From an optimization exercise on the open Yosys and OpenROAD flow, aimed at small area, a short achievable clock period and few clock cycles; shortcuts taken in it are not production practice.
In this exercise RTL edits were held to simulation tests only and were not proved equivalent to the original.
Power and IR drop assume default switching activity.

## flow/config.mk

```make
export PLATFORM = sky130hd
export DESIGN_NAME = matrix_mac_top
export DESIGN_NICKNAME = matrix_mac_top
export VERILOG_FILES = /design/flow/design.v
export SDC_FILE = /design/flow/constraint.sdc
export NUM_CORES = 4
export LEC_CHECK = 0
export CAP_MARGIN = 20
export CORE_MARGIN = 2
export CORE_UTILIZATION = 40
export SETUP_SLACK_MARGIN = 2.0
export SLEW_MARGIN = 20
```

## flow/constraint.sdc

```tcl
create_clock -name core_clock -period 8.0 [get_ports {dca_port_11}]
set_input_delay 1.6000 -clock core_clock [delete_from_list [all_inputs] [get_ports {dca_port_11}]]
set_output_delay 1.6000 -clock core_clock [all_outputs]
set_load 0.01 [all_outputs]
```

## flow/design.v

```verilog
`timescale 1ns/1ns
package mac_pkg;
  typedef enum logic [1:0] {
    OP_ADD   = 2'd0,
    OP_SUB   = 2'd1,
    OP_EWMUL = 2'd2,
    OP_OUTER = 2'd3
  } op_e;
  localparam int STEP_W = 4;
endpackage
`timescale 1ns/1ns
module mac_inst_reg
#(
  parameter int MATRIX_DIM = 4
)
(
  input  logic                                 dca_port_11,
  input  logic                                 dca_port_17,
  input  logic                                 i_load,
  input  logic [1:0]                           i_opcode,
  input  logic                                 i_init_acc,
  input  logic [MATRIX_DIM-1:0]                i_row_mask,
  input  logic [MATRIX_DIM-1:0]                i_col_mask,
  output logic [1:0]                           o_inst_opcode,
  output logic                                 o_inst_init_acc,
  output logic [MATRIX_DIM*MATRIX_DIM-1:0]     o_inst_elem_en
);
  localparam int NUM_ELEM = MATRIX_DIM * MATRIX_DIM;
  logic [NUM_ELEM-1:0] elem_en_nxt;
  always_comb
  begin
    for (int r = 0; r < MATRIX_DIM; r++)
      for (int c = 0; c < MATRIX_DIM; c++)
        elem_en_nxt[r*MATRIX_DIM + c] = i_row_mask[r] & i_col_mask[c];
  end
  always_ff @(posedge dca_port_11 or negedge dca_port_17)
  begin
    if (!dca_port_17)
    begin
      o_inst_opcode   <= mac_pkg::OP_ADD;
      o_inst_init_acc <= 1'b0;
      o_inst_elem_en  <= '0;
    end
    else if (i_load)
    begin
      o_inst_opcode   <= i_opcode;
      o_inst_init_acc <= i_init_acc;
      o_inst_elem_en  <= elem_en_nxt;
    end
  end
endmodule
`timescale 1ns/1ns
module mac_seq
(
  input  logic                       dca_port_11,
  input  logic                       dca_port_17,
  input  logic                       i_start,
  input  logic                       i_clear,
  input  logic [1:0]                 i_opcode,
  input  logic [mac_pkg::STEP_W-1:0] i_steps,
  output logic                       o_run,
  output logic                       o_first,
  output logic                       o_done
);
  logic [mac_pkg::STEP_W-1:0] remain;
  logic [mac_pkg::STEP_W-1:0] remain_nxt;
  always_comb
  begin
    remain_nxt = i_steps - 1'b1;
    if ((i_opcode != mac_pkg::OP_OUTER) || (i_steps == '0))
      remain_nxt = '0;
  end
  always_ff @(posedge dca_port_11 or negedge dca_port_17)
  begin
    if (!dca_port_17)
    begin
      o_run   <= 1'b0;
      o_first <= 1'b0;
      o_done  <= 1'b0;
      remain  <= '0;
    end
    else if (!o_run)
    begin
      o_done <= 1'b0;
      if (i_start && !i_clear)
      begin
        o_run   <= 1'b1;
        o_first <= 1'b1;
        remain  <= remain_nxt;
      end
    end
    else
    begin
      o_first <= 1'b0;
      remain  <= remain - 1'b1;
      if (i_clear || (remain == '0))
        o_run <= 1'b0;
      o_done <= !i_clear && (remain == '0);
    end
  end
endmodule
`timescale 1ns/1ns
module mac_lane
#(
  parameter int ELEM_W = 16
)
(
  input  logic              dca_port_11,
  input  logic              dca_port_17,
  input  logic              i_outer,
  input  logic              i_g_outer,
  input  logic              i_g_ewmul,
  input  logic              i_g_addsub,
  input  logic              i_keep,
  input  logic              i_sub,
  input  logic              i_cin,
  input  logic [ELEM_W-1:0] i_l_rc,
  input  logic [ELEM_W-1:0] i_r_rc,
  input  logic [ELEM_W-1:0] i_l_r0,
  input  logic [ELEM_W-1:0] i_r_0c,
  output logic [ELEM_W-1:0] o_val
);
  logic [ELEM_W-2:0] bank_s;
  logic [ELEM_W-1:0] bank_k;
  logic              top_a;
  logic              top_b;
  logic              top_c;
  logic [ELEM_W-1:0] op_a;
  logic [ELEM_W-1:0] op_b;
  logic [ELEM_W-1:0] op_s;
  logic [ELEM_W-1:0] op_k;
  logic              op_t;
  logic [ELEM_W-2:0] row0;
  logic [ELEM_W-2:0] row1;
  logic [ELEM_W-2:0] nxt_s;
  logic [ELEM_W-1:0] nxt_k;
  logic              nxt_a;
  logic              nxt_b;
  logic              nxt_c;
  logic pp1;
  logic pp2;
  logic pp3;
  logic pp4;
  logic pp5;
  logic pp6;
  logic pp7;
  logic pp8;
  logic pp9;
  logic pp10;
  logic pp11;
  logic pp12;
  logic pp13;
  logic pp14;
  logic pp15;
  logic pp16;
  logic pp17;
  logic pp18;
  logic pp19;
  logic pp20;
  logic pp21;
  logic pp22;
  logic pp23;
  logic pp24;
  logic pp25;
  logic pp26;
  logic pp27;
  logic pp28;
  logic pp29;
  logic pp30;
  logic pp31;
  logic pp32;
  logic pp33;
  logic pp34;
  logic pp35;
  logic pp36;
  logic pp37;
  logic pp38;
  logic pp39;
  logic pp40;
  logic pp41;
  logic pp42;
  logic pp43;
  logic pp44;
  logic pp45;
  logic pp46;
  logic pp47;
  logic pp48;
  logic pp49;
  logic pp50;
  logic pp51;
  logic pp52;
  logic pp53;
  logic pp54;
  logic pp55;
  logic pp56;
  logic pp57;
  logic pp58;
  logic pp59;
  logic pp60;
  logic pp61;
  logic pp62;
  logic pp63;
  logic pp64;
  logic pp65;
  logic pp66;
  logic pp67;
  logic pp68;
  logic pp69;
  logic pp70;
  logic pp71;
  logic pp72;
  logic pp73;
  logic pp74;
  logic pp75;
  logic pp76;
  logic pp77;
  logic pp78;
  logic pp79;
  logic pp80;
  logic pp81;
  logic pp82;
  logic pp83;
  logic pp84;
  logic pp85;
  logic pp86;
  logic pp87;
  logic pp88;
  logic pp89;
  logic pp90;
  logic pp91;
  logic pp92;
  logic pp93;
  logic pp94;
  logic pp95;
  logic pp96;
  logic pp97;
  logic pp98;
  logic pp99;
  logic pp100;
  logic pp101;
  logic pp102;
  logic pp103;
  logic pp104;
  logic pp105;
  logic pp106;
  logic pp107;
  logic pp108;
  logic pp109;
  logic pp110;
  logic pp111;
  logic pp112;
  logic pp113;
  logic pp114;
  logic pp115;
  logic pp116;
  logic pp117;
  logic pp118;
  logic pp119;
  logic pp120;
  logic pp121;
  logic pp122;
  logic pp123;
  logic pp124;
  logic pp125;
  logic pp126;
  logic pp127;
  logic pp128;
  logic pp129;
  logic pp130;
  logic pp131;
  logic pp132;
  logic pp133;
  logic pp134;
  logic pp135;
  logic pp136;
  logic s137;
  logic c138;
  logic s139;
  logic c140;
  logic s141;
  logic c142;
  logic s143;
  logic c144;
  logic s145;
  logic c146;
  logic s147;
  logic c148;
  logic s149;
  logic c150;
  logic s151;
  logic c152;
  logic s153;
  logic c154;
  logic s155;
  logic c156;
  logic s157;
  logic c158;
  logic s159;
  logic c160;
  logic s161;
  logic c162;
  logic s163;
  logic c164;
  logic s165;
  logic c166;
  logic s167;
  logic c168;
  logic s169;
  logic c170;
  logic s171;
  logic c172;
  logic s173;
  logic c174;
  logic s175;
  logic c176;
  logic s177;
  logic c178;
  logic s179;
  logic c180;
  logic s181;
  logic c182;
  logic s183;
  logic c184;
  logic s185;
  logic c186;
  logic s187;
  logic c188;
  logic s189;
  logic c190;
  logic s191;
  logic c192;
  logic s193;
  logic c194;
  logic s195;
  logic c196;
  logic s197;
  logic c198;
  logic s199;
  logic c200;
  logic s201;
  logic c202;
  logic s203;
  logic c204;
  logic s205;
  logic c206;
  logic s207;
  logic c208;
  logic s209;
  logic c210;
  logic s211;
  logic c212;
  logic s213;
  logic c214;
  logic s215;
  logic c216;
  logic s217;
  logic c218;
  logic s219;
  logic c220;
  logic s221;
  logic c222;
  logic s223;
  logic c224;
  logic s225;
  logic c226;
  logic s227;
  logic c228;
  logic s229;
  logic c230;
  logic s231;
  logic c232;
  logic s233;
  logic c234;
  logic s235;
  logic c236;
  logic s237;
  logic c238;
  logic s239;
  logic c240;
  logic s241;
  logic c242;
  logic s243;
  logic c244;
  logic s245;
  logic c246;
  logic s247;
  logic c248;
  logic s249;
  logic c250;
  logic s251;
  logic c252;
  logic s253;
  logic c254;
  logic s255;
  logic c256;
  logic s257;
  logic c258;
  logic s259;
  logic c260;
  logic s261;
  logic c262;
  logic s263;
  logic c264;
  logic s265;
  logic c266;
  logic s267;
  logic c268;
  logic s269;
  logic c270;
  logic s271;
  logic c272;
  logic s273;
  logic c274;
  logic s275;
  logic c276;
  logic s277;
  logic c278;
  logic s279;
  logic c280;
  logic s281;
  logic c282;
  logic s283;
  logic c284;
  logic s285;
  logic c286;
  logic s287;
  logic c288;
  logic s289;
  logic c290;
  logic s291;
  logic c292;
  logic s293;
  logic c294;
  logic s295;
  logic c296;
  logic s297;
  logic c298;
  logic s299;
  logic c300;
  logic s301;
  logic c302;
  logic s303;
  logic c304;
  logic s305;
  logic c306;
  logic s307;
  logic c308;
  logic s309;
  logic c310;
  logic s311;
  logic c312;
  logic s313;
  logic c314;
  logic s315;
  logic c316;
  logic s317;
  logic c318;
  logic s319;
  logic c320;
  logic s321;
  logic c322;
  logic s323;
  logic c324;
  logic s325;
  logic c326;
  logic s327;
  logic c328;
  logic s329;
  logic c330;
  logic s331;
  logic c332;
  logic s333;
  logic c334;
  logic s335;
  logic c336;
  logic s337;
  logic c338;
  logic s339;
  logic c340;
  logic s341;
  logic c342;
  logic s343;
  logic c344;
  logic s345;
  logic c346;
  logic s347;
  logic c348;
  assign op_a = i_outer ? i_l_r0 : i_l_rc;
  assign op_b = (i_r_0c & {ELEM_W{i_g_outer}}) | (i_r_rc & {ELEM_W{i_g_ewmul}}) |
                {{(ELEM_W-1){1'b0}}, i_g_addsub};
  assign op_s = ({top_a, bank_s} & {ELEM_W{i_keep}}) |
                ((i_r_rc ^ {ELEM_W{i_sub}}) & {ELEM_W{i_g_addsub}});
  assign op_k = bank_k & {ELEM_W{i_keep}};
  assign op_t = (top_b ^ top_c) & i_keep;
  assign pp1 = op_a[0] & op_b[0];
  assign pp2 = op_a[1] & op_b[0];
  assign pp3 = op_a[2] & op_b[0];
  assign pp4 = op_a[3] & op_b[0];
  assign pp5 = op_a[4] & op_b[0];
  assign pp6 = op_a[5] & op_b[0];
  assign pp7 = op_a[6] & op_b[0];
  assign pp8 = op_a[7] & op_b[0];
  assign pp9 = op_a[8] & op_b[0];
  assign pp10 = op_a[9] & op_b[0];
  assign pp11 = op_a[10] & op_b[0];
  assign pp12 = op_a[11] & op_b[0];
  assign pp13 = op_a[12] & op_b[0];
  assign pp14 = op_a[13] & op_b[0];
  assign pp15 = op_a[14] & op_b[0];
  assign pp16 = op_a[15] & op_b[0];
  assign pp17 = op_a[0] & op_b[1];
  assign pp18 = op_a[1] & op_b[1];
  assign pp19 = op_a[2] & op_b[1];
  assign pp20 = op_a[3] & op_b[1];
  assign pp21 = op_a[4] & op_b[1];
  assign pp22 = op_a[5] & op_b[1];
  assign pp23 = op_a[6] & op_b[1];
  assign pp24 = op_a[7] & op_b[1];
  assign pp25 = op_a[8] & op_b[1];
  assign pp26 = op_a[9] & op_b[1];
  assign pp27 = op_a[10] & op_b[1];
  assign pp28 = op_a[11] & op_b[1];
  assign pp29 = op_a[12] & op_b[1];
  assign pp30 = op_a[13] & op_b[1];
  assign pp31 = op_a[14] & op_b[1];
  assign pp32 = op_a[0] & op_b[2];
  assign pp33 = op_a[1] & op_b[2];
  assign pp34 = op_a[2] & op_b[2];
  assign pp35 = op_a[3] & op_b[2];
  assign pp36 = op_a[4] & op_b[2];
  assign pp37 = op_a[5] & op_b[2];
  assign pp38 = op_a[6] & op_b[2];
  assign pp39 = op_a[7] & op_b[2];
  assign pp40 = op_a[8] & op_b[2];
  assign pp41 = op_a[9] & op_b[2];
  assign pp42 = op_a[10] & op_b[2];
  assign pp43 = op_a[11] & op_b[2];
  assign pp44 = op_a[12] & op_b[2];
  assign pp45 = op_a[13] & op_b[2];
  assign pp46 = op_a[0] & op_b[3];
  assign pp47 = op_a[1] & op_b[3];
  assign pp48 = op_a[2] & op_b[3];
  assign pp49 = op_a[3] & op_b[3];
  assign pp50 = op_a[4] & op_b[3];
  assign pp51 = op_a[5] & op_b[3];
  assign pp52 = op_a[6] & op_b[3];
  assign pp53 = op_a[7] & op_b[3];
  assign pp54 = op_a[8] & op_b[3];
  assign pp55 = op_a[9] & op_b[3];
  assign pp56 = op_a[10] & op_b[3];
  assign pp57 = op_a[11] & op_b[3];
  assign pp58 = op_a[12] & op_b[3];
  assign pp59 = op_a[0] & op_b[4];
  assign pp60 = op_a[1] & op_b[4];
  assign pp61 = op_a[2] & op_b[4];
  assign pp62 = op_a[3] & op_b[4];
  assign pp63 = op_a[4] & op_b[4];
  assign pp64 = op_a[5] & op_b[4];
  assign pp65 = op_a[6] & op_b[4];
  assign pp66 = op_a[7] & op_b[4];
  assign pp67 = op_a[8] & op_b[4];
  assign pp68 = op_a[9] & op_b[4];
  assign pp69 = op_a[10] & op_b[4];
  assign pp70 = op_a[11] & op_b[4];
  assign pp71 = op_a[0] & op_b[5];
  assign pp72 = op_a[1] & op_b[5];
  assign pp73 = op_a[2] & op_b[5];
  assign pp74 = op_a[3] & op_b[5];
  assign pp75 = op_a[4] & op_b[5];
  assign pp76 = op_a[5] & op_b[5];
  assign pp77 = op_a[6] & op_b[5];
  assign pp78 = op_a[7] & op_b[5];
  assign pp79 = op_a[8] & op_b[5];
  assign pp80 = op_a[9] & op_b[5];
  assign pp81 = op_a[10] & op_b[5];
  assign pp82 = op_a[0] & op_b[6];
  assign pp83 = op_a[1] & op_b[6];
  assign pp84 = op_a[2] & op_b[6];
  assign pp85 = op_a[3] & op_b[6];
  assign pp86 = op_a[4] & op_b[6];
  assign pp87 = op_a[5] & op_b[6];
  assign pp88 = op_a[6] & op_b[6];
  assign pp89 = op_a[7] & op_b[6];
  assign pp90 = op_a[8] & op_b[6];
  assign pp91 = op_a[9] & op_b[6];
  assign pp92 = op_a[0] & op_b[7];
  assign pp93 = op_a[1] & op_b[7];
  assign pp94 = op_a[2] & op_b[7];
  assign pp95 = op_a[3] & op_b[7];
  assign pp96 = op_a[4] & op_b[7];
  assign pp97 = op_a[5] & op_b[7];
  assign pp98 = op_a[6] & op_b[7];
  assign pp99 = op_a[7] & op_b[7];
  assign pp100 = op_a[8] & op_b[7];
  assign pp101 = op_a[0] & op_b[8];
  assign pp102 = op_a[1] & op_b[8];
  assign pp103 = op_a[2] & op_b[8];
  assign pp104 = op_a[3] & op_b[8];
  assign pp105 = op_a[4] & op_b[8];
  assign pp106 = op_a[5] & op_b[8];
  assign pp107 = op_a[6] & op_b[8];
  assign pp108 = op_a[7] & op_b[8];
  assign pp109 = op_a[0] & op_b[9];
  assign pp110 = op_a[1] & op_b[9];
  assign pp111 = op_a[2] & op_b[9];
  assign pp112 = op_a[3] & op_b[9];
  assign pp113 = op_a[4] & op_b[9];
  assign pp114 = op_a[5] & op_b[9];
  assign pp115 = op_a[6] & op_b[9];
  assign pp116 = op_a[0] & op_b[10];
  assign pp117 = op_a[1] & op_b[10];
  assign pp118 = op_a[2] & op_b[10];
  assign pp119 = op_a[3] & op_b[10];
  assign pp120 = op_a[4] & op_b[10];
  assign pp121 = op_a[5] & op_b[10];
  assign pp122 = op_a[0] & op_b[11];
  assign pp123 = op_a[1] & op_b[11];
  assign pp124 = op_a[2] & op_b[11];
  assign pp125 = op_a[3] & op_b[11];
  assign pp126 = op_a[4] & op_b[11];
  assign pp127 = op_a[0] & op_b[12];
  assign pp128 = op_a[1] & op_b[12];
  assign pp129 = op_a[2] & op_b[12];
  assign pp130 = op_a[3] & op_b[12];
  assign pp131 = op_a[0] & op_b[13];
  assign pp132 = op_a[1] & op_b[13];
  assign pp133 = op_a[2] & op_b[13];
  assign pp134 = op_a[0] & op_b[14];
  assign pp135 = op_a[1] & op_b[14];
  assign pp136 = op_a[0] & op_b[15];
  assign s137 = i_cin ^ op_s[0] ^ pp1;
  assign c138 = (i_cin & op_s[0]) | (i_cin & pp1) | (op_s[0] & pp1);
  assign s139 = op_s[1] ^ pp2 ^ pp17;
  assign c140 = (op_s[1] & pp2) | (op_s[1] & pp17) | (pp2 & pp17);
  assign s141 = op_s[2] ^ pp3 ^ pp18;
  assign c142 = (op_s[2] & pp3) | (op_s[2] & pp18) | (pp3 & pp18);
  assign s143 = pp32 ^ c140 ^ s141;
  assign c144 = (pp32 & c140) | (pp32 & s141) | (c140 & s141);
  assign s145 = op_s[3] ^ pp4 ^ pp19;
  assign c146 = (op_s[3] & pp4) | (op_s[3] & pp19) | (pp4 & pp19);
  assign s147 = pp33 ^ pp46 ^ c142;
  assign c148 = (pp33 & pp46) | (pp33 & c142) | (pp46 & c142);
  assign s149 = s145 ^ c144 ^ s147;
  assign c150 = (s145 & c144) | (s145 & s147) | (c144 & s147);
  assign s151 = op_s[4] ^ pp5 ^ pp20;
  assign c152 = (op_s[4] & pp5) | (op_s[4] & pp20) | (pp5 & pp20);
  assign s153 = pp34 ^ pp47 ^ pp59;
  assign c154 = (pp34 & pp47) | (pp34 & pp59) | (pp47 & pp59);
  assign s155 = c146 ^ s151 ^ s153;
  assign c156 = (c146 & s151) | (c146 & s153) | (s151 & s153);
  assign s157 = c148 ^ s155 ^ c150;
  assign c158 = (c148 & s155) | (c148 & c150) | (s155 & c150);
  assign s159 = op_s[5] ^ pp6 ^ pp21;
  assign c160 = (op_s[5] & pp6) | (op_s[5] & pp21) | (pp6 & pp21);
  assign s161 = pp35 ^ pp48 ^ pp60;
  assign c162 = (pp35 & pp48) | (pp35 & pp60) | (pp48 & pp60);
  assign s163 = pp71 ^ c152 ^ c154;
  assign c164 = (pp71 & c152) | (pp71 & c154) | (c152 & c154);
  assign s165 = s159 ^ s161 ^ c156;
  assign c166 = (s159 & s161) | (s159 & c156) | (s161 & c156);
  assign s167 = s163 ^ s165 ^ c158;
  assign c168 = (s163 & s165) | (s163 & c158) | (s165 & c158);
  assign s169 = op_s[6] ^ pp7 ^ pp22;
  assign c170 = (op_s[6] & pp7) | (op_s[6] & pp22) | (pp7 & pp22);
  assign s171 = pp36 ^ pp49 ^ pp61;
  assign c172 = (pp36 & pp49) | (pp36 & pp61) | (pp49 & pp61);
  assign s173 = pp72 ^ pp82 ^ c160;
  assign c174 = (pp72 & pp82) | (pp72 & c160) | (pp82 & c160);
  assign s175 = c162 ^ s169 ^ s171;
  assign c176 = (c162 & s169) | (c162 & s171) | (s169 & s171);
  assign s177 = c164 ^ s173 ^ s175;
  assign c178 = (c164 & s173) | (c164 & s175) | (s173 & s175);
  assign s179 = c166 ^ s177 ^ c168;
  assign c180 = (c166 & s177) | (c166 & c168) | (s177 & c168);
  assign s181 = op_s[7] ^ pp8 ^ pp23;
  assign c182 = (op_s[7] & pp8) | (op_s[7] & pp23) | (pp8 & pp23);
  assign s183 = pp37 ^ pp50 ^ pp62;
  assign c184 = (pp37 & pp50) | (pp37 & pp62) | (pp50 & pp62);
  assign s185 = pp73 ^ pp83 ^ pp92;
  assign c186 = (pp73 & pp83) | (pp73 & pp92) | (pp83 & pp92);
  assign s187 = c170 ^ c172 ^ s181;
  assign c188 = (c170 & c172) | (c170 & s181) | (c172 & s181);
  assign s189 = s183 ^ s185 ^ c174;
  assign c190 = (s183 & s185) | (s183 & c174) | (s185 & c174);
  assign s191 = c176 ^ s187 ^ s189;
  assign c192 = (c176 & s187) | (c176 & s189) | (s187 & s189);
  assign s193 = c178 ^ s191 ^ c180;
  assign c194 = (c178 & s191) | (c178 & c180) | (s191 & c180);
  assign s195 = op_s[8] ^ op_k[8] ^ pp9;
  assign c196 = (op_s[8] & op_k[8]) | (op_s[8] & pp9) | (op_k[8] & pp9);
  assign s197 = pp24 ^ pp38 ^ pp51;
  assign c198 = (pp24 & pp38) | (pp24 & pp51) | (pp38 & pp51);
  assign s199 = pp63 ^ pp74 ^ pp84;
  assign c200 = (pp63 & pp74) | (pp63 & pp84) | (pp74 & pp84);
  assign s201 = pp93 ^ pp101 ^ c182;
  assign c202 = (pp93 & pp101) | (pp93 & c182) | (pp101 & c182);
  assign s203 = c184 ^ c186 ^ s195;
  assign c204 = (c184 & c186) | (c184 & s195) | (c186 & s195);
  assign s205 = s197 ^ s199 ^ c188;
  assign c206 = (s197 & s199) | (s197 & c188) | (s199 & c188);
  assign s207 = s201 ^ s203 ^ c190;
  assign c208 = (s201 & s203) | (s201 & c190) | (s203 & c190);
  assign s209 = s205 ^ c192 ^ s207;
  assign c210 = (s205 & c192) | (s205 & s207) | (c192 & s207);
  assign s211 = op_s[9] ^ pp10 ^ pp25;
  assign c212 = (op_s[9] & pp10) | (op_s[9] & pp25) | (pp10 & pp25);
  assign s213 = pp39 ^ pp52 ^ pp64;
  assign c214 = (pp39 & pp52) | (pp39 & pp64) | (pp52 & pp64);
  assign s215 = pp75 ^ pp85 ^ pp94;
  assign c216 = (pp75 & pp85) | (pp75 & pp94) | (pp85 & pp94);
  assign s217 = pp102 ^ pp109 ^ c196;
  assign c218 = (pp102 & pp109) | (pp102 & c196) | (pp109 & c196);
  assign s219 = c198 ^ c200 ^ s211;
  assign c220 = (c198 & c200) | (c198 & s211) | (c200 & s211);
  assign s221 = s213 ^ s215 ^ c202;
  assign c222 = (s213 & s215) | (s213 & c202) | (s215 & c202);
  assign s223 = c204 ^ s217 ^ s219;
  assign c224 = (c204 & s217) | (c204 & s219) | (s217 & s219);
  assign s225 = c206 ^ s221 ^ s223;
  assign c226 = (c206 & s221) | (c206 & s223) | (s221 & s223);
  assign s227 = c208 ^ s225 ^ c210;
  assign c228 = (c208 & s225) | (c208 & c210) | (s225 & c210);
  assign s229 = op_s[10] ^ pp11 ^ pp26;
  assign c230 = (op_s[10] & pp11) | (op_s[10] & pp26) | (pp11 & pp26);
  assign s231 = pp40 ^ pp53 ^ pp65;
  assign c232 = (pp40 & pp53) | (pp40 & pp65) | (pp53 & pp65);
  assign s233 = pp76 ^ pp86 ^ pp95;
  assign c234 = (pp76 & pp86) | (pp76 & pp95) | (pp86 & pp95);
  assign s235 = pp103 ^ pp110 ^ pp116;
  assign c236 = (pp103 & pp110) | (pp103 & pp116) | (pp110 & pp116);
  assign s237 = c212 ^ c214 ^ c216;
  assign c238 = (c212 & c214) | (c212 & c216) | (c214 & c216);
  assign s239 = s229 ^ s231 ^ s233;
  assign c240 = (s229 & s231) | (s229 & s233) | (s231 & s233);
  assign s241 = s235 ^ c218 ^ c220;
  assign c242 = (s235 & c218) | (s235 & c220) | (c218 & c220);
  assign s243 = s237 ^ s239 ^ c222;
  assign c244 = (s237 & s239) | (s237 & c222) | (s239 & c222);
  assign s245 = c224 ^ s241 ^ s243;
  assign c246 = (c224 & s241) | (c224 & s243) | (s241 & s243);
  assign s247 = c226 ^ s245 ^ c228;
  assign c248 = (c226 & s245) | (c226 & c228) | (s245 & c228);
  assign s249 = op_s[11] ^ pp12 ^ pp27;
  assign c250 = (op_s[11] & pp12) | (op_s[11] & pp27) | (pp12 & pp27);
  assign s251 = pp41 ^ pp54 ^ pp66;
  assign c252 = (pp41 & pp54) | (pp41 & pp66) | (pp54 & pp66);
  assign s253 = pp77 ^ pp87 ^ pp96;
  assign c254 = (pp77 & pp87) | (pp77 & pp96) | (pp87 & pp96);
  assign s255 = pp104 ^ pp111 ^ pp117;
  assign c256 = (pp104 & pp111) | (pp104 & pp117) | (pp111 & pp117);
  assign s257 = pp122 ^ c230 ^ c232;
  assign c258 = (pp122 & c230) | (pp122 & c232) | (c230 & c232);
  assign s259 = c234 ^ c236 ^ s249;
  assign c260 = (c234 & c236) | (c234 & s249) | (c236 & s249);
  assign s261 = s251 ^ s253 ^ s255;
  assign c262 = (s251 & s253) | (s251 & s255) | (s253 & s255);
  assign s263 = c238 ^ c240 ^ s257;
  assign c264 = (c238 & c240) | (c238 & s257) | (c240 & s257);
  assign s265 = s259 ^ s261 ^ c242;
  assign c266 = (s259 & s261) | (s259 & c242) | (s261 & c242);
  assign s267 = s263 ^ c244 ^ s265;
  assign c268 = (s263 & c244) | (s263 & s265) | (c244 & s265);
  assign s269 = c246 ^ s267 ^ c248;
  assign c270 = (c246 & s267) | (c246 & c248) | (s267 & c248);
  assign s271 = op_s[12] ^ op_k[12] ^ pp13;
  assign c272 = (op_s[12] & op_k[12]) | (op_s[12] & pp13) | (op_k[12] & pp13);
  assign s273 = pp28 ^ pp42 ^ pp55;
  assign c274 = (pp28 & pp42) | (pp28 & pp55) | (pp42 & pp55);
  assign s275 = pp67 ^ pp78 ^ pp88;
  assign c276 = (pp67 & pp78) | (pp67 & pp88) | (pp78 & pp88);
  assign s277 = pp97 ^ pp105 ^ pp112;
  assign c278 = (pp97 & pp105) | (pp97 & pp112) | (pp105 & pp112);
  assign s279 = pp118 ^ pp123 ^ pp127;
  assign c280 = (pp118 & pp123) | (pp118 & pp127) | (pp123 & pp127);
  assign s281 = c250 ^ c252 ^ c254;
  assign c282 = (c250 & c252) | (c250 & c254) | (c252 & c254);
  assign s283 = c256 ^ s271 ^ s273;
  assign c284 = (c256 & s271) | (c256 & s273) | (s271 & s273);
  assign s285 = s275 ^ s277 ^ s279;
  assign c286 = (s275 & s277) | (s275 & s279) | (s277 & s279);
  assign s287 = c258 ^ c260 ^ c262;
  assign c288 = (c258 & c260) | (c258 & c262) | (c260 & c262);
  assign s289 = s281 ^ s283 ^ s285;
  assign c290 = (s281 & s283) | (s281 & s285) | (s283 & s285);
  assign s291 = c264 ^ s287 ^ s289;
  assign c292 = (c264 & s287) | (c264 & s289) | (s287 & s289);
  assign s293 = c266 ^ s291 ^ c268;
  assign c294 = (c266 & s291) | (c266 & c268) | (s291 & c268);
  assign s295 = op_s[13] ^ pp14 ^ pp29;
  assign c296 = (op_s[13] & pp14) | (op_s[13] & pp29) | (pp14 & pp29);
  assign s297 = pp43 ^ pp56 ^ pp68;
  assign c298 = (pp43 & pp56) | (pp43 & pp68) | (pp56 & pp68);
  assign s299 = pp79 ^ pp89 ^ pp98;
  assign c300 = (pp79 & pp89) | (pp79 & pp98) | (pp89 & pp98);
  assign s301 = pp106 ^ pp113 ^ pp119;
  assign c302 = (pp106 & pp113) | (pp106 & pp119) | (pp113 & pp119);
  assign s303 = pp124 ^ pp128 ^ pp131;
  assign c304 = (pp124 & pp128) | (pp124 & pp131) | (pp128 & pp131);
  assign s305 = c272 ^ c274 ^ c276;
  assign c306 = (c272 & c274) | (c272 & c276) | (c274 & c276);
  assign s307 = c278 ^ c280 ^ s295;
  assign c308 = (c278 & c280) | (c278 & s295) | (c280 & s295);
  assign s309 = s297 ^ s299 ^ s301;
  assign c310 = (s297 & s299) | (s297 & s301) | (s299 & s301);
  assign s311 = s303 ^ c282 ^ c284;
  assign c312 = (s303 & c282) | (s303 & c284) | (c282 & c284);
  assign s313 = c286 ^ s305 ^ s307;
  assign c314 = (c286 & s305) | (c286 & s307) | (s305 & s307);
  assign s315 = s309 ^ c288 ^ c290;
  assign c316 = (s309 & c288) | (s309 & c290) | (c288 & c290);
  assign s317 = s311 ^ s313 ^ c292;
  assign c318 = (s311 & s313) | (s311 & c292) | (s313 & c292);
  assign s319 = s315 ^ s317 ^ c294;
  assign c320 = (s315 & s317) | (s315 & c294) | (s317 & c294);
  assign s321 = op_s[14] ^ pp15 ^ pp30;
  assign c322 = (op_s[14] & pp15) | (op_s[14] & pp30) | (pp15 & pp30);
  assign s323 = pp44 ^ pp57 ^ pp69;
  assign c324 = (pp44 & pp57) | (pp44 & pp69) | (pp57 & pp69);
  assign s325 = pp80 ^ pp90 ^ pp99;
  assign c326 = (pp80 & pp90) | (pp80 & pp99) | (pp90 & pp99);
  assign s327 = pp107 ^ pp114 ^ pp120;
  assign c328 = (pp107 & pp114) | (pp107 & pp120) | (pp114 & pp120);
  assign s329 = pp125 ^ pp129 ^ pp132;
  assign c330 = (pp125 & pp129) | (pp125 & pp132) | (pp129 & pp132);
  assign s331 = pp134 ^ c296 ^ c298;
  assign c332 = (pp134 & c296) | (pp134 & c298) | (c296 & c298);
  assign s333 = c300 ^ c302 ^ c304;
  assign c334 = (c300 & c302) | (c300 & c304) | (c302 & c304);
  assign s335 = s321 ^ s323 ^ s325;
  assign c336 = (s321 & s323) | (s321 & s325) | (s323 & s325);
  assign s337 = s327 ^ s329 ^ c306;
  assign c338 = (s327 & s329) | (s327 & c306) | (s329 & c306);
  assign s339 = c308 ^ c310 ^ s331;
  assign c340 = (c308 & c310) | (c308 & s331) | (c310 & s331);
  assign s341 = s333 ^ s335 ^ c312;
  assign c342 = (s333 & s335) | (s333 & c312) | (s335 & c312);
  assign s343 = s337 ^ c314 ^ s339;
  assign c344 = (s337 & c314) | (s337 & s339) | (c314 & s339);
  assign s345 = c316 ^ s341 ^ s343;
  assign c346 = (c316 & s341) | (c316 & s343) | (s341 & s343);
  assign s347 = c318 ^ s345 ^ c320;
  assign c348 = (c318 & s345) | (c318 & c320) | (s345 & c320);
  logic c_top;
  assign row0 = {s347, s319, s293, s269, s247, s227, s209, s193, s179, s167, s157, s149, s143, c138, s137};
  assign row1 = {1'b0, 1'b0, c270, 1'b0, 1'b0, 1'b0, c194, 1'b0, 1'b0, 1'b0, 1'b0, 1'b0, 1'b0, s139, 1'b0};
  assign {nxt_k[8], nxt_s[7:0]} = row0[7:0] + row1[7:0];
  assign {nxt_k[12], nxt_s[11:8]} = row0[11:8] + row1[11:8];
  assign {c_top, nxt_s[14:12]} = row0[14:12] + row1[14:12];
  assign nxt_k[0] = 1'b0;
  assign nxt_k[1] = 1'b0;
  assign nxt_k[2] = 1'b0;
  assign nxt_k[3] = 1'b0;
  assign nxt_k[4] = 1'b0;
  assign nxt_k[5] = 1'b0;
  assign nxt_k[6] = 1'b0;
  assign nxt_k[7] = 1'b0;
  assign nxt_k[9] = 1'b0;
  assign nxt_k[10] = 1'b0;
  assign nxt_k[11] = 1'b0;
  assign nxt_k[13] = 1'b0;
  assign nxt_k[14] = 1'b0;
  assign nxt_k[15] = 1'b0;
  assign nxt_a = pp16 ^ pp31 ^ pp45 ^ pp58 ^ pp70 ^ pp81 ^ pp91 ^ pp100 ^ pp108 ^ pp115 ^ pp121 ^ pp126 ^ pp130 ^ pp133 ^ pp135 ^ pp136 ^ op_s[15] ^ op_t;
  assign nxt_b = c322 ^ c324 ^ c326 ^ c328 ^ c330 ^ c332 ^ c334 ^ c336 ^ c338 ^ c340 ^ c342 ^ c344 ^ c346;
  assign nxt_c = c348 ^ c_top;
  always_ff @(posedge dca_port_11 or negedge dca_port_17)
  begin
    if (!dca_port_17)
    begin
      bank_s <= '0;
      bank_k <= '0;
      top_a  <= 1'b0;
      top_b  <= 1'b0;
      top_c  <= 1'b0;
    end
    else
    begin
      bank_s <= nxt_s;
      bank_k <= nxt_k;
      top_a  <= nxt_a;
      top_b  <= nxt_b;
      top_c  <= nxt_c;
    end
  end
  logic oc8;
  logic oc9;
  logic oc10;
  logic oc11;
  logic oc12;
  logic oc13;
  logic oc14;
  assign o_val[0] = bank_s[0];
  assign o_val[1] = bank_s[1];
  assign o_val[2] = bank_s[2];
  assign o_val[3] = bank_s[3];
  assign o_val[4] = bank_s[4];
  assign o_val[5] = bank_s[5];
  assign o_val[6] = bank_s[6];
  assign o_val[7] = bank_s[7];
  assign o_val[8] = bank_s[8] ^ bank_k[8];
  assign oc8 = bank_s[8] & bank_k[8];
  assign o_val[9] = bank_s[9] ^ oc8;
  assign oc9 = bank_s[9] & oc8;
  assign o_val[10] = bank_s[10] ^ oc9;
  assign oc10 = bank_s[10] & oc9;
  assign o_val[11] = bank_s[11] ^ oc10;
  assign oc11 = bank_s[11] & oc10;
  assign o_val[12] = bank_s[12] ^ bank_k[12] ^ oc11;
  assign oc12 = (bank_s[12] & bank_k[12]) | (bank_s[12] & oc11) | (bank_k[12] & oc11);
  assign o_val[13] = bank_s[13] ^ oc12;
  assign oc13 = bank_s[13] & oc12;
  assign o_val[14] = bank_s[14] ^ oc13;
  assign oc14 = bank_s[14] & oc13;
  assign o_val[15] = top_a ^ top_b ^ top_c ^ oc14;
endmodule
`timescale 1ns/1ns
module mac_datapath
#(
  parameter int MATRIX_DIM = 4,
  parameter int ELEM_W     = 16
)
(
  input  logic                                    dca_port_11,
  input  logic                                    dca_port_17,
  input  logic                                    i_run,
  input  logic [MATRIX_DIM*MATRIX_DIM-1:0]        i_elem_en,
  input  logic [1:0]                              i_op,
  input  logic                                    i_acc,
  input  logic [MATRIX_DIM*MATRIX_DIM*ELEM_W-1:0] i_lhs,
  input  logic [MATRIX_DIM*MATRIX_DIM*ELEM_W-1:0] i_rhs,
  output logic [MATRIX_DIM*MATRIX_DIM*ELEM_W-1:0] o_result
);
  logic outer;
  logic ewmul;
  logic addsub;
  logic sub;
  assign outer  = (i_op == mac_pkg::OP_OUTER);
  assign ewmul  = (i_op == mac_pkg::OP_EWMUL);
  assign addsub = (i_op == mac_pkg::OP_ADD) || (i_op == mac_pkg::OP_SUB);
  assign sub    = (i_op == mac_pkg::OP_SUB);
  for (genvar r = 0; r < MATRIX_DIM; r++)
  begin : g_row
    for (genvar c = 0; c < MATRIX_DIM; c++)
    begin : g_col
      localparam int IDX = r*MATRIX_DIM + c;
      logic we;
      assign we = i_run & i_elem_en[IDX];
      mac_lane #(.ELEM_W(ELEM_W)) mac_lane_i
      (
        .dca_port_11 (dca_port_11),
        .dca_port_17 (dca_port_17),
        .i_outer     (outer),
        .i_g_outer   (we & outer),
        .i_g_ewmul   (we & ewmul),
        .i_g_addsub  (we & addsub),
        .i_keep      (!we || (outer && i_acc)),
        .i_sub       (sub),
        .i_cin       (we & sub),
        .i_l_rc      (i_lhs[IDX*ELEM_W +: ELEM_W]),
        .i_r_rc      (i_rhs[IDX*ELEM_W +: ELEM_W]),
        .i_l_r0      (i_lhs[(r*MATRIX_DIM)*ELEM_W +: ELEM_W]),
        .i_r_0c      (i_rhs[c*ELEM_W +: ELEM_W]),
        .o_val       (o_result[IDX*ELEM_W +: ELEM_W])
      );
    end
  end
endmodule
`timescale 1ns/1ns
`timescale 1ns/1ns
module matrix_mac_top
#(
  parameter int MATRIX_DIM = 4,
  parameter int ELEM_W     = 16
)
(
  input  logic                                    dca_port_11,
  input  logic                                    dca_port_17,
  input  logic                                    i_start,
  input  logic                                    i_clear,
  input  logic [1:0]                              i_opcode,
  input  logic                                    i_init_acc,
  input  logic [MATRIX_DIM-1:0]                   i_row_mask,
  input  logic [MATRIX_DIM-1:0]                   i_col_mask,
  input  logic [mac_pkg::STEP_W-1:0]              i_steps,
  input  logic [MATRIX_DIM*MATRIX_DIM*ELEM_W-1:0] i_lhs,
  input  logic [MATRIX_DIM*MATRIX_DIM*ELEM_W-1:0] i_rhs,
  output logic                                    o_busy,
  output logic                                    o_step_req,
  output logic                                    o_done,
  output logic [MATRIX_DIM*MATRIX_DIM*ELEM_W-1:0] o_result
);
  logic                             run;
  logic                             first;
  logic [1:0]                       inst_opcode;
  logic                             inst_init_acc;
  logic [MATRIX_DIM*MATRIX_DIM-1:0] inst_elem_en;
  mac_seq mac_seq_i
  (
    .dca_port_11 (dca_port_11),
    .dca_port_17 (dca_port_17),
    .i_start     (i_start),
    .i_clear     (i_clear),
    .i_opcode    (i_opcode),
    .i_steps     (i_steps),
    .o_run       (run),
    .o_first     (first),
    .o_done      (o_done)
  );
  mac_inst_reg #(.MATRIX_DIM(MATRIX_DIM)) mac_inst_reg_i
  (
    .dca_port_11     (dca_port_11),
    .dca_port_17     (dca_port_17),
    .i_load          (!run),
    .i_opcode        (i_opcode),
    .i_init_acc      (i_init_acc),
    .i_row_mask      (i_row_mask),
    .i_col_mask      (i_col_mask),
    .o_inst_opcode   (inst_opcode),
    .o_inst_init_acc (inst_init_acc),
    .o_inst_elem_en  (inst_elem_en)
  );
  mac_datapath #(.MATRIX_DIM(MATRIX_DIM), .ELEM_W(ELEM_W)) mac_datapath_i
  (
    .dca_port_11 (dca_port_11),
    .dca_port_17 (dca_port_17),
    .i_run       (run),
    .i_elem_en   (inst_elem_en),
    .i_op        (inst_opcode),
    .i_acc       (!(first && inst_init_acc)),
    .i_lhs       (i_lhs),
    .i_rhs       (i_rhs),
    .o_result    (o_result)
  );
  assign o_busy     = run;
  assign o_step_req = run;
endmodule
```

## flow/flow/run.sh

```bash
#!/bin/bash
# Layout flow: the standard flow (standard.sh) with two changes.
#  1. The port buffers are buf_2 cells instead of the clkdlybuf4s50_1 delay
#     cells that buffer_ports picks by default; every port still gets one.
#  2. After the standard synthesis (run unchanged), fa_polarity.py re-chooses
#     the polarity of each full-adder cell (a full adder is self-dual) so that
#     fewer inverters sit between them. Registers and all other cells are kept.
#     simeq.py compares the netlists by random simulation of every register
#     input and output; if they differ, the standard netlist is used as is.
set -euo pipefail
export BUFFER_PORTS_ARGS="-buffer_cell sky130_fd_sc_hd__buf_2"
R=orfs/results/${FLOW_PLATFORM}/matrix_mac_top/base
LIB=${FLOW_HOME}/platforms/${FLOW_PLATFORM}/lib/sky130_fd_sc_hd__tt_025C_1v80.lib

bash standard.sh synth > standard_synth.log 2>&1
cp "$R/1_2_yosys.v" "$R/1_2_yosys_standard.v"
if python3 flow/fa_polarity.py "$R/1_2_yosys_standard.v" polarity.v > fa_polarity.log 2>&1 &&
   python3 flow/simeq.py "$LIB" "$R/1_2_yosys_standard.v" polarity.v > simeq.log 2>&1; then
  cp polarity.v "$R/1_2_yosys.v"
  rm -f "$R/1_synth.odb" "$R/1_synth.sdc"
else
  echo "polarity step not used" >> fa_polarity.log
fi
bash standard.sh > standard_flow.log 2>&1
```

## flow/flow/fa_polarity.py

```python
#!/usr/bin/env python3
"""Re-choose the polarity of full-adder cells in a mapped netlist.

A full adder is self-dual: FA(~a, ~b, ~c) = (~sum, ~cout). Synthesis leaves
many inverters between full adders; this script picks, for each fa_* cell,
whether it computes the true or the inverted values so that as few inverters
as possible are needed, then rebuilds the inverters between cells. Inverters
that drive a port or a net named in an assign are kept. Registers and all
other cells are left as they are.
usage: fa_polarity.py IN.v OUT.v
"""
import math
import random
import re
import sys
from collections import defaultdict

OUT_PINS = {"X", "Y", "Q", "Q_N", "SUM", "COUT", "HI", "LO"}
src = open(sys.argv[1]).read()

m = re.search(r"\bmodule\s+(\S+)\s*\((.*?)\);", src, re.S)
inst_re = re.compile(r"^\s*(sky130_fd_sc_hd__\w+)\s+(\S+)\s*\((.*?)\);\s*$", re.S | re.M)
pin_re = re.compile(r"\.(\w+)\(\s*(.*?)\s*\)\s*(?:,|$)", re.S)

insts = []
for im in inst_re.finditer(src):
    typ, name, body = im.group(1), im.group(2), im.group(3)
    pins = {}
    for p, n in pin_re.findall(body):
        pins[p] = n.strip()
    insts.append([typ, name, pins, im.start(), im.end()])

ports = set()
for d in re.finditer(r"^\s*(input|output|inout)\s+(?:\[[^\]]*\]\s*)?(.*?);", src, re.M):
    for n in d.group(2).split(","):
        ports.add(n.strip())
assign_nets = set()
for a in re.finditer(r"^\s*assign\s+(.*?)\s*=\s*(.*?);", src, re.M):
    for side in a.groups():
        for tok in re.findall(r"\\\S+|[A-Za-z_][\w$]*(?:\s*\[\d+\])?", side):
            assign_nets.add(tok.strip())


def base_name(n):
    # a bit of a port vector: "name [3]" or "name[3]" -> name
    return re.sub(r"\s*\[\d+\]$", "", n)


def is_inv(t):
    return re.match(r"sky130_fd_sc_hd__(clk)?inv_\d+$", t) is not None


def is_fa(t):
    return re.match(r"sky130_fd_sc_hd__fa_\d+$", t) is not None


driver = {}
for i, (t, n, pins, _, _) in enumerate(insts):
    for p, net in pins.items():
        if p in OUT_PINS:
            driver[net] = (i, p)

fixed = set()
for i, (t, n, pins, _, _) in enumerate(insts):
    if is_inv(t):
        y = pins["Y"]
        if y in assign_nets or base_name(y) in ports or y in ports:
            fixed.add(i)


def source(net, depth=0):
    """(base net, polarity) of a net, looking through removable inverters."""
    d = driver.get(net)
    if d is None or depth > 20:
        return net, 0
    i, p = d
    if is_inv(insts[i][0]) and i not in fixed:
        b, pol = source(insts[i][2]["A"], depth + 1)
        return b, pol ^ 1
    return net, 0


# consumers: (inst, pin, base, pol)
cons = []
for i, (t, n, pins, _, _) in enumerate(insts):
    if is_inv(t) and i not in fixed:
        continue
    for p, net in pins.items():
        if p in OUT_PINS:
            continue
        b, pol = source(net)
        cons.append((i, p, b, pol))

def pinned(net):
    return net in assign_nets or net in ports or base_name(net) in ports


# a full adder that drives a port or an assigned net keeps its polarity
fa_ids = [i for i, x in enumerate(insts) if is_fa(x[0])
          and not any(pinned(x[2].get(p, "")) for p in ("SUM", "COUT"))]
flip = defaultdict(int)
by_base = defaultdict(list)
for k, (i, p, b, pol) in enumerate(cons):
    by_base[b].append(k)
fa_inputs = defaultdict(list)
for k, (i, p, b, pol) in enumerate(cons):
    if is_fa(insts[i][0]):
        fa_inputs[i].append(k)


def avail(b):
    d = driver.get(b)
    if d and is_fa(insts[d[0]][0]):
        return flip[d[0]]
    return 0


def req(k):
    i, p, b, pol = cons[k]
    return pol ^ (flip[i] if is_fa(insts[i][0]) else 0)


def cost_base(b):
    a = avail(b)
    return int(any(req(k) != a for k in by_base[b]))


def local_cost(f):
    bases = {cons[k][2] for k in fa_inputs[f]}
    for p in ("SUM", "COUT"):
        if p in insts[f][2]:
            bases.add(insts[f][2][p])
    return sum(cost_base(b) for b in bases)


before = sum(cost_base(b) for b in by_base)
rng = random.Random(1)
cur = before
best = (cur, dict(flip))
# simulated annealing over the flips, then keep the best state seen
steps = 400 * max(1, len(fa_ids))
temp0, temp1 = 1.5, 0.05
for it in range(steps):
    temp = temp0 * (temp1 / temp0) ** (it / steps)
    f = fa_ids[rng.randrange(len(fa_ids))] if fa_ids else None
    if f is None:
        break
    c0 = local_cost(f)
    flip[f] ^= 1
    c1 = local_cost(f)
    d = c1 - c0
    if d <= 0 or rng.random() < math.exp(-d / temp):
        cur += d
        if cur < best[0]:
            best = (cur, dict(flip))
    else:
        flip[f] ^= 1
flip = defaultdict(int, best[1])
after = sum(cost_base(b) for b in by_base)
n_old = sum(1 for i, x in enumerate(insts) if is_inv(x[0]) and i not in fixed)
sys.stderr.write(f"fa_polarity: {len(fa_ids)} full adders, {sum(flip.values())} flipped; "
                 f"inverters {n_old} -> {after} (estimate before {before})\n")

# rebuild
new_inv = {}
out_lines = []
cnt = 0


def inv_of(b):
    global cnt
    if b not in new_inv:
        cnt += 1
        new_inv[b] = (f"_fapol_{cnt}_", f"_fapol_{cnt}_y")
    return new_inv[b][1]


rewired = defaultdict(dict)
for k, (i, p, b, pol) in enumerate(cons):
    r = req(k)
    a = avail(b)
    if b.startswith("1'b") and r != a:
        rewired[i][p] = "1'b1" if b == "1'b0" else "1'b0"
    else:
        rewired[i][p] = b if r == a else inv_of(b)

def esc(v):
    # an escaped identifier ends at white space
    return v + " " if v.startswith("\\") else v


pieces = []
last = 0
wires = []
for i, (t, n, pins, s0, s1) in enumerate(insts):
    pieces.append(src[last:s0])
    last = s1
    if is_inv(t) and i not in fixed:
        continue
    newpins = dict(pins)
    newpins.update(rewired.get(i, {}))
    body = ",\n".join(f"    .{p}({esc(v)})" for p, v in newpins.items())
    pieces.append(f"  {t} {n} (\n{body}\n  );")
pieces.append(src[last:])
text = "".join(pieces)
decl = "".join(f"  wire {y};\n" for (_, y) in new_inv.values())
cells = "".join(f"  sky130_fd_sc_hd__inv_1 {n} (\n    .A({esc(b)}),\n    .Y({y})\n  );\n"
                for b, (n, y) in new_inv.items())
endpos = text.rindex("endmodule")
text = text[:endpos] + cells + text[endpos:]
# declarations right after the module header
hdr_end = text.index(";", text.index("module")) + 1
text = text[:hdr_end] + "\n" + decl + text[hdr_end:]
open(sys.argv[2], "w").write(text)
sys.stderr.write(f"fa_polarity: wrote {len(new_inv)} inverters\n")
```

## flow/flow/simeq.py

```python
#!/usr/bin/env python3
"""Random-simulation comparison of two mapped netlists with the same registers
and ports: every register input and every output must match for random values
of the inputs and register outputs. usage: simeq.py LIB A.v B.v"""
import re, sys, random

lib = open(sys.argv[1]).read()
funcs = {}
seq = set()
for m in re.finditer(r'cell\s*\(\s*"?(sky130_fd_sc_hd__\w+)"?\s*\)\s*\{', lib):
    name = m.group(1)
    start = m.end()
    depth = 1
    i = start
    while depth:
        c = lib[i]
        if c == '{': depth += 1
        elif c == '}': depth -= 1
        i += 1
    body = lib[start:i]
    if re.search(r'\b(ff|latch)\s*\(', body):
        seq.add(name)
    fs = {}
    for pm in re.finditer(r'pin\s*\(\s*"?(\w+)"?\s*\)\s*\{([^{}]*)', body):
        f = re.search(r'function\s*:\s*"([^"]*)"', pm.group(2))
        if f:
            fs[pm.group(1)] = f.group(1)
    funcs[name] = fs

def pyexpr(f):
    f = f.replace('!', ' ~').replace('*', '&').replace('+', '|')
    f = re.sub(r'(\w)\s+(?=[\w(~])', r'\1 & ', f)
    f = re.sub(r'\)\s+(?=[\w(~])', r') & ', f)
    return f

inst_re = re.compile(r"^\s*(sky130_fd_sc_hd__\w+)\s+(\S+)\s*\((.*?)\);\s*$", re.S | re.M)
pin_re = re.compile(r"\.(\w+)\(\s*(.*?)\s*\)\s*(?:,|$)", re.S)

def load(path):
    src = open(path).read()
    insts = []
    for im in inst_re.finditer(src):
        pins = {p: n.strip() for p, n in pin_re.findall(im.group(3))}
        insts.append((im.group(1), im.group(2), pins))
    assigns = []
    for a in re.finditer(r"^\s*assign\s+(.*?)\s*=\s*(.*?)\s*;", src, re.M):
        assigns.append((a.group(1).strip(), a.group(2).strip()))
    outs = []
    for d in re.finditer(r"^\s*output\s+(?:\[(\d+):(\d+)\]\s*)?(\S+?)\s*;", src, re.M):
        if d.group(1):
            for b in range(int(d.group(2)), int(d.group(1)) + 1):
                outs.append(f"{d.group(3)}[{b}]")
        else:
            outs.append(d.group(3))
    return insts, assigns, outs

def norm(n):
    n = n.strip()
    if n.startswith('\\'):
        n = n[1:]
    return re.sub(r'\s+\[', '[', n)

def simulate(path, rnd_vals, W):
    insts, assigns, outs = load(path)
    val = {"1'b0": 0, "1'b1": (1 << W) - 1}
    drv = {}
    regs = {}
    for t, n, pins in insts:
        if t in seq:
            regs[n] = pins
            for p in ('Q', 'Q_N'):
                if p in pins:
                    key = 'Q:' + n
                    if key not in rnd_vals:
                        rnd_vals[key] = random.getrandbits(W)
                    q = rnd_vals[key]
                    val[norm(pins[p])] = q if p == 'Q' else ~q & ((1 << W) - 1)
            continue
        for p, f in funcs[t].items():
            if p in pins:
                drv[norm(pins[p])] = (t, pins, p)
    alias = {norm(l): norm(r) for l, r in assigns}
    mask = (1 << W) - 1
    sys.setrecursionlimit(100000)
    def get(n):
        n = norm(n)
        if n in val:
            return val[n]
        if n in drv:
            t, pins, p = drv[n]
            env = {}
            for q in re.findall(r'[A-Za-z_]\w*', funcs[t][p]):
                env[q] = get(pins[q])
            v = eval(pyexpr(funcs[t][p]), {}, env) & mask
        elif n in alias:
            v = get(alias[n])
        else:
            key = 'I:' + n
            if key not in rnd_vals:
                rnd_vals[key] = random.getrandbits(W)
            v = rnd_vals[key]
        val[n] = v
        return v
    res = {}
    for n, pins in regs.items():
        for p in ('D', 'RESET_B', 'SET_B', 'DE'):
            if p in pins:
                res[f'{n}.{p}'] = get(pins[p])
    for o in outs:
        res['O:' + o] = get(o)
    return res

random.seed(1)
rv = {}
W = 256
a = simulate(sys.argv[2], rv, W)
b = simulate(sys.argv[3], rv, W)
bad = [k for k in a if a[k] != b.get(k)]
missing = [k for k in a if k not in b] + [k for k in b if k not in a]
print(f"compared {len(a)} points; {len(bad)} differ; {len(missing)} unmatched")
for k in bad[:10]:
    print(" differ:", k)
sys.exit(1 if bad or missing else 0)
```

## flow/standard.sh

```bash
#!/bin/bash
# synth_recipe.tcl (not shown) runs the flow's synth.tcl, then flattens the netlist and writes it again
# the make line also repeats each setting of config.mk as NAME=value (left out here)
make -C /OpenROAD-flow-scripts/flow DESIGN_CONFIG=/design/flow/config.mk WORK_HOME=/design/flow/orfs CLKGATE_MAP_FILE= SYNTH_SCRIPT=/design/flow/synth_recipe.tcl "${@:-finish}"
```

==> run notes, run 1 <==
gr usage total -> 34.13%
Pwr per Cell Area -> 195.3 nW/um^2
initial core utilization -> 40.21%
Post-Syn Nets -> 10,440
critical path type -> in2reg
critical path's largest stage delay -> 0.51 ns
num ports -> 790
worst-path fanout max -> 9
Die ar. -> 196,900 sq um
CTS Buffer Depth -> 3
drt wl/cell -> 29.51 microns
Final Non-Filler Cells -> 11,340
worst-margin pin slew -> 1.242 ns
Mapped Cells -> 8,006
# fillers -> 18,400
Num CTS Buffers -> 56
DRT Pass-1 Iters -> 6
endpoints failing setup -> 0
Crit. End Element -> flip-flop
Period minus WS final -> 5.968 ns
Worst EP required -> 8.63 ns
status -> finished clean
DR vias/cell -> 5.586
Setup Skew -> 0.01950 ns
Max Clk Rate -> 167.6 MHz
port bufs -> 789
CP Launch Type -> input port
Syn-to-layout area delta -> 15.02%
total of warnings raised by yosys -> 3
largest net degree at the start of global routing -> 117
hold_ws -> 0.5190 ns
Max Transition Viols Final -> 0
Max VDD drop -> 191.4 uV
area of the multi-input gates -> 65,320 sq um
Post-Route WL -> 334,700 microns
syn_area_per_cell -> 9.662 sq um
register area -> 8670 sq um
CORE AREA -> 192,400 sq um
die width -> 443.8 microns
crit path cell chain -> buf_2 -> and2_2 -> o21a_1 -> nand2b_1 -> fa_1 -> inv_1 -> fa_1 -> fa_1 -> fa_1 -> fa_1 -> fa_1 -> fa_1 -> ha_1 -> ha_1 -> xnor2_1
placed cell count -> 11,010
Final Hold Vio Count -> 0
cell repeated most along the worst path -> fa_1
clk slew on worst S/H paths -> 0.06 ns
number of global-route vias before repair -> 67,860
total clock sinks -> 346
dpl cell area -> 83,790 sq um
Slew headroom -> 17.01%
TNS Setup -> 0 ns
final net count -> 11,120
clock root cell -> clkbuf_16
Clk Latency, worst-skew pair -> 0.72 ns
grt ovf -> 0
row count -> 161
Slowest-stage cell, CP -> fa_1
Syn Std Cell Area -> 77,360 sq um
CP arrival -> 6.60 ns
DIE HEIGHT -> 443.8 microns
Non-Filler Cell Area, Final -> 88,980 sq um
Final period util -> 74.59%
Layout Utilization -> 46.25%
unrepaired setup endpoints after global routing -> true
first-pass GRT wire length -> 481,700 microns
via count -> 63,350
DR iter-0 viols -> 5,793
drt drc -> 0
final HPWL from detailed placement -> 266,200 microns
HP Class -> reg2reg
Max-Cap Viols -> 0
Antenna Nets Post-Route -> 0
CTS tree -> built
Leak Pwr -> 0.04382 uW
initial antenna violation count -> 112
H-tree level count -> 2
share of cells above drive strength 1 -> 21.05%
placer congestion estimate -> 1.040
==> cell type report <==
class / instances / area share (%)
clock buffer: 75 / 1.792
multi-input combinational: 6514 / 73.41
inverter: 632 / 2.670
clock inverter: 25 / 0.4655
sequential: 346 / 9.744
tap: 2526 / 3.552
timing repair buffer: 1136 / 8.121
antenna: 87 / 0.2447
==> layout by cell type, fill, tap and decap left out, types with 115 or more instances in the layout <==
| cell | count |
|---|---|
| a21oi_1 | 115 |
| and2_1 | 332 |
| and3_1 | 117 |
| buf_2 | 774 |
| buf_4 | 290 |
| dfrtp_1 | 343 |
| fa_1 | 1664 |
| ha_1 | 193 |
| inv_1 | 630 |
| nand2_1 | 460 |
| nand2b_1 | 115 |
| nor2_1 | 1276 |
| nor2b_1 | 149 |
| o21ai_0 | 173 |
| or2_2 | 230 |
| xnor2_1 | 539 |
| xor2_1 | 313 |
==> layer usage <==
metal	vias to the layer above	GRT usage, %	share of wire (%)
met4	38	31.79	11
met5	-	0	0.085
met3	1133	9.069	9.4
li1	26030	-	-
met2	3736	50.46	44
met1	32410	40.41	35
==> critical path, delay by kind of cell <==
family                     cells  cell delay (ns)
and+or+nand+nor                2             0.62
xor gates and xnor gates       1             0.17
buffers and inverters          2             0.28
AOI/OAI and AO/OA              1             0.46
adders and majority gates      9             3.45
==> repair_timing <==
item | 4_1_cts | 5_1_grt
gates resized for setup | 167 | 254
hold buffers | 0 | 0
endpoints found under the setup margin | 184 | 78
cloned | 6 | 5
pin swaps | 8 | 33
buffers inserted | 24 | 105
==> path summary, 6_finish.rpt <==
kind	startpoint	endpoint	slack [ns]	depth (start not counted)
setup / recovery	i_rhs[33]	flip-flop	2.03	15
hold / removal	mac_seq_i.o_first$_DFFE_PN0P_	mac_seq_i.o_first$_DFFE_PN0P_	0.52	2
hold reg to reg	mac_seq_i.o_first$_DFFE_PN0P_	mac_seq_i.o_first$_DFFE_PN0P_	0.52	2
min in group asynchronous	dca_port_17	async pin	0.86	1
setup reg to reg	mac_inst_reg_i.o_inst_opcode[0]$_DFFE_PN0N_	mac_datapath_i.g_row[3].g_col[3].mac_lane_i.top_c$_DFF_PN0_	2.08	17
max in group asynchronous	dca_port_17	async pin	5.72	2
==> where the power goes <==
part,internal (uW),switching (uW)
sequential,2520,735
clock,1730,1090
combinational,4500,6800
total,8750,8620
==> flip-flops by register name, summed over array words and instances, names as in the netlist <==
name                                          cells
mac_seq_i.o_run                                   1
mac_inst_reg_i.o_inst_opcode                      2
mac_seq_i.remain                                  4
mac_datapath_i.g_row.g_col.mac_lane_i.bank_s    240
mac_inst_reg_i.o_inst_elem_en                    16
mac_seq_i.o_done                                  1
mac_datapath_i.g_row.g_col.mac_lane_i.top_a      16
mac_datapath_i.g_row.g_col.mac_lane_i.top_c      16
mac_datapath_i.g_row.g_col.mac_lane_i.bank_k     32
mac_seq_i.o_first                                 1
mac_inst_reg_i.o_inst_init_acc                    1
mac_datapath_i.g_row.g_col.mac_lane_i.top_b      16
==> metrics by stage <==
stage | setup slack (ns) | power [uW]
after floorplan | 1.962 | 10410
after global placement | 0.7743 | 13880
after detailed placement | 0.7162 | 14020
after CTS | 1.946 | 17140
after global routing | 1.940 | 18610
final | 2.032 | 17380
Testbench counts, summed over its fixed seeds: cycles 7,501.
==> inputs of run 2 (changes only) <==
--- a/flow/config.mk
+++ b/flow/config.mk
@@ -8,5 +8,5 @@
 export CAP_MARGIN = 20
 export CORE_MARGIN = 2
 export CORE_UTILIZATION = 40
-export SETUP_SLACK_MARGIN = 2.0
+export SETUP_SLACK_MARGIN = 2.5
 export SLEW_MARGIN = 20
==> run 2 against run 1 <==
Effect of this change: still clean on timing, DRC and antenna; synthesized cell count did not move; sequential cell count unchanged; clock power decreased by 3%; clock skew up 0.011 ns; clock-buffer cell count shrank 8; global-route usage increased by 1.6 points; register-to-register slack gained 0.22 ns; fmax increased by 4.3%; largest cell class unchanged; highest routed layer unchanged.
==> run notes, run 2 <==
DRT Pass-1 Iters -> 6 (unchanged)
syn_area_per_cell -> 9.662 sq um (unchanged)
HP Class -> reg2reg
Max Transition Viols Final -> 0 (unchanged)
drt wl/cell -> 30.63 microns (+3.8%)
num ports -> 790 (unchanged)
most common cell after layout, fill and taps aside -> fa_1
dpl cell area -> 85,090 sq um (+1.6%)
unrepaired setup endpoints after global routing -> true
CP arrival -> 6.34 ns (-0.26 ns)
Worst EP required -> 8.62 ns (about the same)
Max VDD drop -> 166.0 uV (-13%)
endpoints failing setup -> 0 (unchanged)
clock root cell -> clkbuf_16
hold_ws -> 0.5252 ns (+0.006175 ns)
CORE AREA -> 192,400 sq um (unchanged)
worst-path fanout max -> 6 (-3)
dpl ws -> 0.7420 ns (+0.02581 ns)
Worst Slack Setup Final -> 2.280 ns (+0.2478 ns)
Final period util -> 71.50% (-3.1 points)
Max-Cap Viols -> 0 (unchanged)
Antenna Nets Post-Route -> 0 (unchanged)
Slew headroom -> 21.47% (+4.5 points)
number of flip-flops in the largest register -> 240 (unchanged)
Post-Route WL -> 357,800 microns (+6.9%)
grt ovf -> 0 (unchanged)
die width -> 443.8 microns (unchanged)
row count -> 161 (unchanged)
via count -> 65,520 (+3.4%)
initial antenna violation count -> 97 (-13%)
final net count -> 11,480 (+3.2%)
Biggest register -> mac_datapath_i.g_row.g_col.mac_lane_i.bank_s
DR iter-0 viols -> 6,554 (+13%)
Period minus WS final -> 5.720 ns (-0.2478 ns)
DR vias/cell -> 5.610 (+0.42%)
Setup Skew -> 0.03027 ns (+0.01077 ns)
worst-margin pin slew -> 1.176 ns (-0.06673 ns)
placer congestion estimate -> 1.031 (-0.88%)
Leak Pwr -> 0.04580 uW (+4.5%)
H-tree level count -> 2 (unchanged)
total of warnings raised by yosys -> 3 (unchanged)
final HPWL from detailed placement -> 273,300 microns (+2.6%)
crit path from -> i_lhs[139]
initial core utilization -> 40.21% (unchanged)
TNS Setup -> 0 ns (unchanged)
Die ar. -> 196,900 sq um (unchanged)
Final Hold Vio Count -> 0 (unchanged)
share of cells above drive strength 1 -> 31.71% (+11 points)
gr usage total -> 35.68% (+1.6 points)
status -> finished clean
Max Clk Rate -> 174.8 MHz (+4.3%)
DIE HEIGHT -> 443.8 microns (unchanged)
Mapped Cells -> 8,006 (unchanged)
Pwr per Cell Area -> 193.1 nW/um^2 (-1.1%)
Syn-to-layout area delta -> 24.97%
Non-Filler Cell Area, Final -> 96,670 sq um (+8.6%)
Post-Syn Nets -> 10,440 (unchanged)
critical path type -> in2reg
clk slew on worst S/H paths -> 0.06 ns (about the same)
CTS Buffer Depth -> 3 (unchanged)
commonest non-fill, non-tap cells in the layout -> fa_1, nor2_1, buf_2
Clk Latency, worst-skew pair -> 0.75 ns (+0.03 ns)
largest registers -> mac_datapath_i.g_row.g_col.mac_lane_i.bank_s (240), mac_datapath_i.g_row.g_col.mac_lane_i.bank_k (32)
number of global-route vias before repair -> 69,330 (+2.2%)
CP Launch Type -> input port
hold path start -> mac_inst_reg_i.o_inst_init_acc$_DFFE_PN0N_
first-pass GRT wire length -> 500,800 microns (+4.0%)
Layout Utilization -> 50.25% (+4.0 points)
Syn Std Cell Area -> 77,360 sq um (unchanged)
port bufs -> 789 (unchanged)
drt drc -> 0 (unchanged)
Num CTS Buffers -> 55 (-1.8%)
Crit. End Element -> flip-flop
total clock sinks -> 346 (unchanged)
CTS tree -> built
cts hold-fix bufs -> 0 (unchanged)
largest net degree at the start of global routing -> 101 (-14%)
Worst R2R Start -> mac_inst_reg_i.o_inst_opcode[0]$_DFFE_PN0N_
-- run 2: final timing paths --
check	end	slack [ns]	depth (start not counted)
setup / recovery	mac_datapath_i.g_row[2].g_col[1].mac_lane_i.top_c$_DFF_PN0_	2.28	16
hold / removal	mac_inst_reg_i.o_inst_init_acc$_DFFE_PN0N_	0.53	1
setup reg to reg	mac_datapath_i.g_row[3].g_col[2].mac_lane_i.top_c$_DFF_PN0_	2.30	17
hold reg to reg	mac_inst_reg_i.o_inst_init_acc$_DFFE_PN0N_	0.53	1
max in group asynchronous	async pin	5.92	2
min in group asynchronous	async pin	0.82	1
-- run 2: power breakdown --
part	leakage, uW	internal (uW)	switching (uW)
Combinational	0.0406	5300	7370
Clock	0.000911	1550	1180
Sequential	0.00426	2520	755
-- run 2: per-layer routing --
metal	vias to the layer above	GRT usage, %	share of wire [%]
met4	16	31.25	11
met5	-	0	0.026
li1	26810	-	-
met3	1157	7.136	8.2
met1	33940	42.80	36
met2	3602	54.81	45
-- run 2: timing repair --
item,CTS,global route
pin swaps,91,172
resized for setup,695,416
endpoints found under the hold margin,0,0
endpoints found under the setup margin,201,109
setup buffers,285,192
gates cloned,34,27
-- run 2: layout make-up --
type / count / area, sq um
clock inverters: 36 / 404.1
clock buffers: 67 / 1523
fillers: 17780 / 95710
diodes: 68 / 170.2
inverters: 632 / 2392
multi-input cells: 6540 / 69050
well taps: 2526 / 3161
repair buffers: 1464 / 11300
flip-flops and latches: 346 / 8670
-- run 2: worst max-delay path, cell delays in order --
cell      delay, ns
buf_2          0.19
and3_1         0.56
a21oi_2        0.18
nand2b_1       0.22
fa_1           0.53
inv_1          0.06
fa_1           0.39
fa_1           0.50
fa_2           0.38
fa_1           0.50
fa_2           0.37
fa_1           0.48
inv_1          0.07
nor2_1         0.09
nand2_1        0.07
xor2_1         0.14
-- run 2: metrics by stage --
| stage | std cells | power [uW] |
|---|---|---|
| 2_1_floorplan | 8006 | 10790 |
| 3_3_place_gp | 10970 | 14290 |
| 3_5_place_dp | 10970 | 14450 |
| 4_1_cts | 11390 | 18170 |
| 5_1_grt | 11670 | 19900 |
| 6_report | 11680 | 18670 |

[what the ideal ports hide]
The results above use ideal ports. As a check the final layouts listed here were re-extracted and re-timed, cells and wires unchanged. Step 1 assumes that a clkbuf_16 drives the clock port and a buf_2 every other input. Step 2 moves the port delays by t, midway between the first and last clock arrival at a register: inputs arrive t later, outputs are due t later. That takes back most of the time a late clock gives input paths. Slacks: no drivers / after step 1 / after step 2; pairs: no drivers / after step 1.
| run | t (ns) | setup slack, ns | hold slack, ns | worst setup path at the end |
|---|---|---|---|---|
| run 1 | 0.811 | 2.032 / 2.032 / 1.221 | 0.519 / 0.519 / 0.519 | input to register |
| run 2 | 0.819 | 2.280 / 2.297 / 1.523 | 0.525 / 0.525 / 0.525 | input to register |
After both steps every run listed still meets setup and hold. For run 1, which loses most, drivers alone change the setup slack by 0.000 ns; drivers and shift together by -0.811 ns.
